What follows belongs to an exercise in optimizing a design on an open flow for small area, a short achievable clock period and few clock cycles; a production flow would make more cautious choices. Only simulation tests tie the RTL to the original design; equivalence was not proved. No activity file was given, so power comes from the tool's default toggle rates.

## the reference run
// fpga_sys_top
module fpga_sys_top #(
	parameter int MEM_AW = 5,
	parameter int RD_LAT = 1  
) (
	input logic i_clk,
	input logic i_rst_n,
	input logic i_uart_wstart_rq,
	input logic i_uart_rstart_rq,
	input logic [fpga_sys_pkg::ADDR_W-1:0] i_uart_win_addr,
	input logic [fpga_sys_pkg::ADDR_W-1:0] i_uart_rin_addr,
	input logic [fpga_sys_pkg::LINE_W-1:0] i_uart_in_wdata,
	input logic [fpga_sys_pkg::MASK_W-1:0] i_uart_in_mask,
	output logic o_uart_finish_wresp,
	output logic o_uart_finish_mrd,
	output logic o_uart_rdat_m_valid,
	output logic [fpga_sys_pkg::LINE_W-1:0] o_uart_rdat_m_data,
	input logic i_dc_wstart_rq,
	input logic i_dc_rstart_rq,
	input logic [fpga_sys_pkg::ADDR_W-1:0] i_dc_win_addr,
	input logic [fpga_sys_pkg::ADDR_W-1:0] i_dc_rin_addr,
	input logic [fpga_sys_pkg::LINE_W-1:0] i_dc_in_wdata,
	input logic [fpga_sys_pkg::MASK_W-1:0] i_dc_in_mask,
	output logic o_dc_finish_wresp,
	output logic o_dc_finish_mrd,
	output logic o_dc_rdat_m_valid,
	output logic [fpga_sys_pkg::LINE_W-1:0] o_dc_rdat_m_data,
	output logic o_dc_rqfull,
	input logic i_dma_io_we,
	input logic [fpga_sys_pkg::IO_AW-1:0] i_dma_io_wadr,
	input logic [fpga_sys_pkg::IO_DW-1:0] i_dma_io_wdata,
	input logic [fpga_sys_pkg::IO_AW-1:0] i_dma_io_radr,
	input logic [fpga_sys_pkg::IO_DW-1:0] i_dma_io_rdata_in,
	output logic [fpga_sys_pkg::IO_DW-1:0] o_dma_io_rdata,
	output logic [fpga_sys_pkg::LED_W-1:0] o_rgb_led,
	output logic [fpga_sys_pkg::LED_W-1:0] o_rgb_led1,
	output logic [fpga_sys_pkg::LED_W-1:0] o_rgb_led2,
	output logic [fpga_sys_pkg::LED_W-1:0] o_rgb_led3
);
Size: about 9,600 cells after synthesis, about 4,300 flip-flops, about 820 I/O pins, about 160,000 um2 of cells after synthesis.
clock: 10.0 ns
lec_check: 0
cap_margin: 20
core_margin: 2
core_utilization: 40
cts_cluster_diameter: 80
cts_cluster_size: 24
place_density: 0.5
slew_margin: 20
synth_memory_max_bits: 16384
standard.sh (not shown) runs the stock make flow with config.mk's settings and CLKGATE_MAP_FILE= SYNTH_SCRIPT=/design/flow/synth_recipe.tcl, a recipe that flattens the netlist after the stock synthesis.
==> flow/flow/run.sh <==
#!/bin/bash
set -euo pipefail
export BUFFER_PORTS_ARGS="-buffer_cell sky130_fd_sc_hd__buf_2"
bash standard.sh SETUP_SLACK_MARGIN=6.5 "BUFFER_PORTS_ARGS=$BUFFER_PORTS_ARGS" finish > standard_flow.log 2>&1
The reference run: done, clean on timing, DRC and antenna
Testbench counts of the reference run, summed over its fixed seeds: cycles 2,592.
diff inputs: the reference run => the trial run
Settings: a change of CAP_MARGIN from 20 to 50.
Findings:
The trial run: flow completed, timing, DRC and antenna clean. The trial run vs the reference run, worst setup path endpoint: u_mem.rd_q[69] vs u_mem.rd_q[73]. Critical path's slowest cell = sky130_fd_sc_hd__or2_4: the trial run; critical path's slowest cell = sky130_fd_sc_hd__a221oi_1: the reference run. Clock tree cell share of total cell area essentially unchanged between the trial run and the reference run. The reference run was smaller in final cell area than the trial run. Compared with the reference run, in the trial run setup slack went up 59 ps, flip-flop and latch count level.

* * *

fpga_sys_top, a different RTL version from the one above (not shown whole).
Size: roughly 820 I/O pins.
Settings: LEC_CHECK=0, CAP_MARGIN=20, CORE_MARGIN=2, CORE_UTILIZATION=40, PLACE_DENSITY=0.5, SLEW_MARGIN=20, SYNTH_MEMORY_MAX_BITS=16384; clock period 10.0 ns.
==> flow/flow/run.sh <==
#!/bin/bash
set -euo pipefail
bash standard.sh SETUP_SLACK_MARGIN=6.5 finish > standard_flow.log 2>&1
Testbench counts at the start, summed over its fixed seeds: cycles 2,592.
==> next run, changes <==
==> flow/flow/run.sh (replaced) <==
#!/bin/bash
set -euo pipefail
export BUFFER_PORTS_ARGS="-buffer_cell sky130_fd_sc_hd__buf_2"
bash standard.sh SETUP_SLACK_MARGIN=6.3 "BUFFER_PORTS_ARGS=$BUFFER_PORTS_ARGS" finish > standard_flow.log 2>&1
After rerunning:
- The changed run completed without violations
- routed wire length went down by a little under a tenth
- synthesized cell count stays the same
- combinational power went down by roughly a tenth
- via count went down by a few percent
==> next run, changes <==
CORE_UTILIZATION = 55   (was 40)
PLACE_DENSITY = 0.65   (was 0.5)
Outcome: The new run ran to the end with no violations. Worst hold slack is better by 0.0040 ns. Synthesized area is unchanged. Critical path depth fell by 1. Final area fell by 2.4%. Setup slack is worse by 0.11 ns. Power fell by 2.1%. Combinational power fell by about 7%. Global-route usage rose by 6.9 points. Clock skew rose by 0.023 ns.
==> next run, changes <==
CORE_UTILIZATION = 40   (was 55)
CTS_CLUSTER_DIAMETER = 100   (was not set)
CTS_CLUSTER_SIZE = 30   (was not set)
PLACE_DENSITY = 0.5   (was 0.65)
=>
- total power came out lower by 13%
- non-clock buffer count came out higher by 27
- final area came out lower by 2.4%

* * *

fpga_sys_top with an RTL version that a note above also has.
Size in the first run: ~9600 cells after synthesis, roughly 4300 flip-flops, about 820 I/O pins.
==> flow/config.mk <==
export PLATFORM = sky130hd
export DESIGN_NAME = fpga_sys_top
export DESIGN_NICKNAME = fpga_sys_top
export VERILOG_FILES = /design/flow/design.v
export SDC_FILE = /design/flow/constraint.sdc
export NUM_CORES = 4
export LEC_CHECK = 0
export CAP_MARGIN = 20
export CORE_MARGIN = 2
export CORE_UTILIZATION = 40
export CTS_CLUSTER_DIAMETER = 80
export CTS_CLUSTER_SIZE = 24
export PLACE_DENSITY = 0.5
export SLEW_MARGIN = 20
export SYNTH_MEMORY_MAX_BITS = 16384
==> flow/constraint.sdc <==
create_clock -name core_clock -period 10.0 [get_ports {i_clk}]
set_input_delay 2.0000 -clock core_clock [delete_from_list [all_inputs] [get_ports {i_clk}]]
set_output_delay 2.0000 -clock core_clock [all_outputs]
set_load 0.01 [all_outputs]
==> flow/flow/run.sh <==
#!/bin/bash
set -euo pipefail
export BUFFER_PORTS_ARGS="-buffer_cell sky130_fd_sc_hd__buf_2"
bash standard.sh SETUP_SLACK_MARGIN=6.4 "BUFFER_PORTS_ARGS=$BUFFER_PORTS_ARGS" finish > standard_flow.log 2>&1
Testbench counts at the start, summed over its fixed seeds: cycles 2,592.
Next try:
==> flow/flow/run.sh (replaced) <==
#!/bin/bash
set -euo pipefail
export BUFFER_PORTS_ARGS="-buffer_cell sky130_fd_sc_hd__buf_2"
bash standard.sh SETUP_SLACK_MARGIN=6.5 "BUFFER_PORTS_ARGS=$BUFFER_PORTS_ARGS" finish > standard_flow.log 2>&1
Settings changed: CTS_CLUSTER_DIAMETER 80 to default, CTS_CLUSTER_SIZE 24 to default.
Outcome:
- The changed run completed with no timing, DRC or antenna violations
- utilization grows by 2.3 points
- power grows by about 16%
- critical path depth went up by 1
- global-route usage decreases by 0.11 points
- combinational power hardly moves
- clock skew is about the same

-- static timing again, ports no longer ideal --
In the flow no input, the clock included, has a driving cell. The finished layouts below were timed again as built, in two steps. Step 1 (the two cells are an assumption about what drives the block):
set clk [get_ports {i_clk}]
set_driving_cell -lib_cell sky130_fd_sc_hd__clkbuf_16 $clk
set_driving_cell -lib_cell sky130_fd_sc_hd__buf_2 [delete_from_list [all_inputs] $clk]
Step 2 adds t to the input delays and takes it off the output delays; t is the mean of the earliest and latest rising clock arrival at the registers after step 1. Input paths then give back, and output paths get back, about the clock's delay inside the block. a / b / c = ideal ports / drivers / drivers and shift; a / b = the first two.
| run | t (ns) | setup WS [ns] | hold WS [ns] | worst setup path at the end | worst slew at a driven data input, ns |
|---|---|---|---|---|---|
| the reference run | 1.081 | 6.249 / 6.331 / 5.250 | 0.530 / 0.530 / 0.530 | input to register | 0.26 |
| the trial run | 1.080 | 6.308 / 6.336 / 5.257 | 0.533 / 0.533 / 0.533 | input to register | 0.27 |
| the first run of note 2 | 1.088 | 6.332 / 6.216 / 5.128 | 0.509 / 0.509 / 0.509 | input to register | 0.34 |
| the second run of note 2 | 1.093 | 6.115 / 6.148 / 5.055 | 0.490 / 0.490 / 0.490 | input to register | 0.30 |
| the third run of note 2 | 1.067 | 6.000 / 5.956 / 4.889 | 0.494 / 0.494 / 0.494 | input to register | 0.18 |
| the fourth run of note 2 | 1.047 | 6.157 / 6.183 / 5.136 | 0.499 / 0.499 / 0.499 | input to register | 0.29 |
| the first run of note 3 | 1.070 | 6.238 / 6.293 / 5.223 | 0.509 / 0.509 / 0.509 | input to register | 0.20 |
| the second run of note 3 | 1.089 | 6.369 / 6.353 / 5.313 | 0.522 / 0.522 / 0.522 | input to register | 0.22 |
After both steps setup and hold are still met in every run listed. For the first run of note 2, which loses most, drivers alone change the setup slack by -0.116 ns; drivers and shift together by -1.204 ns.
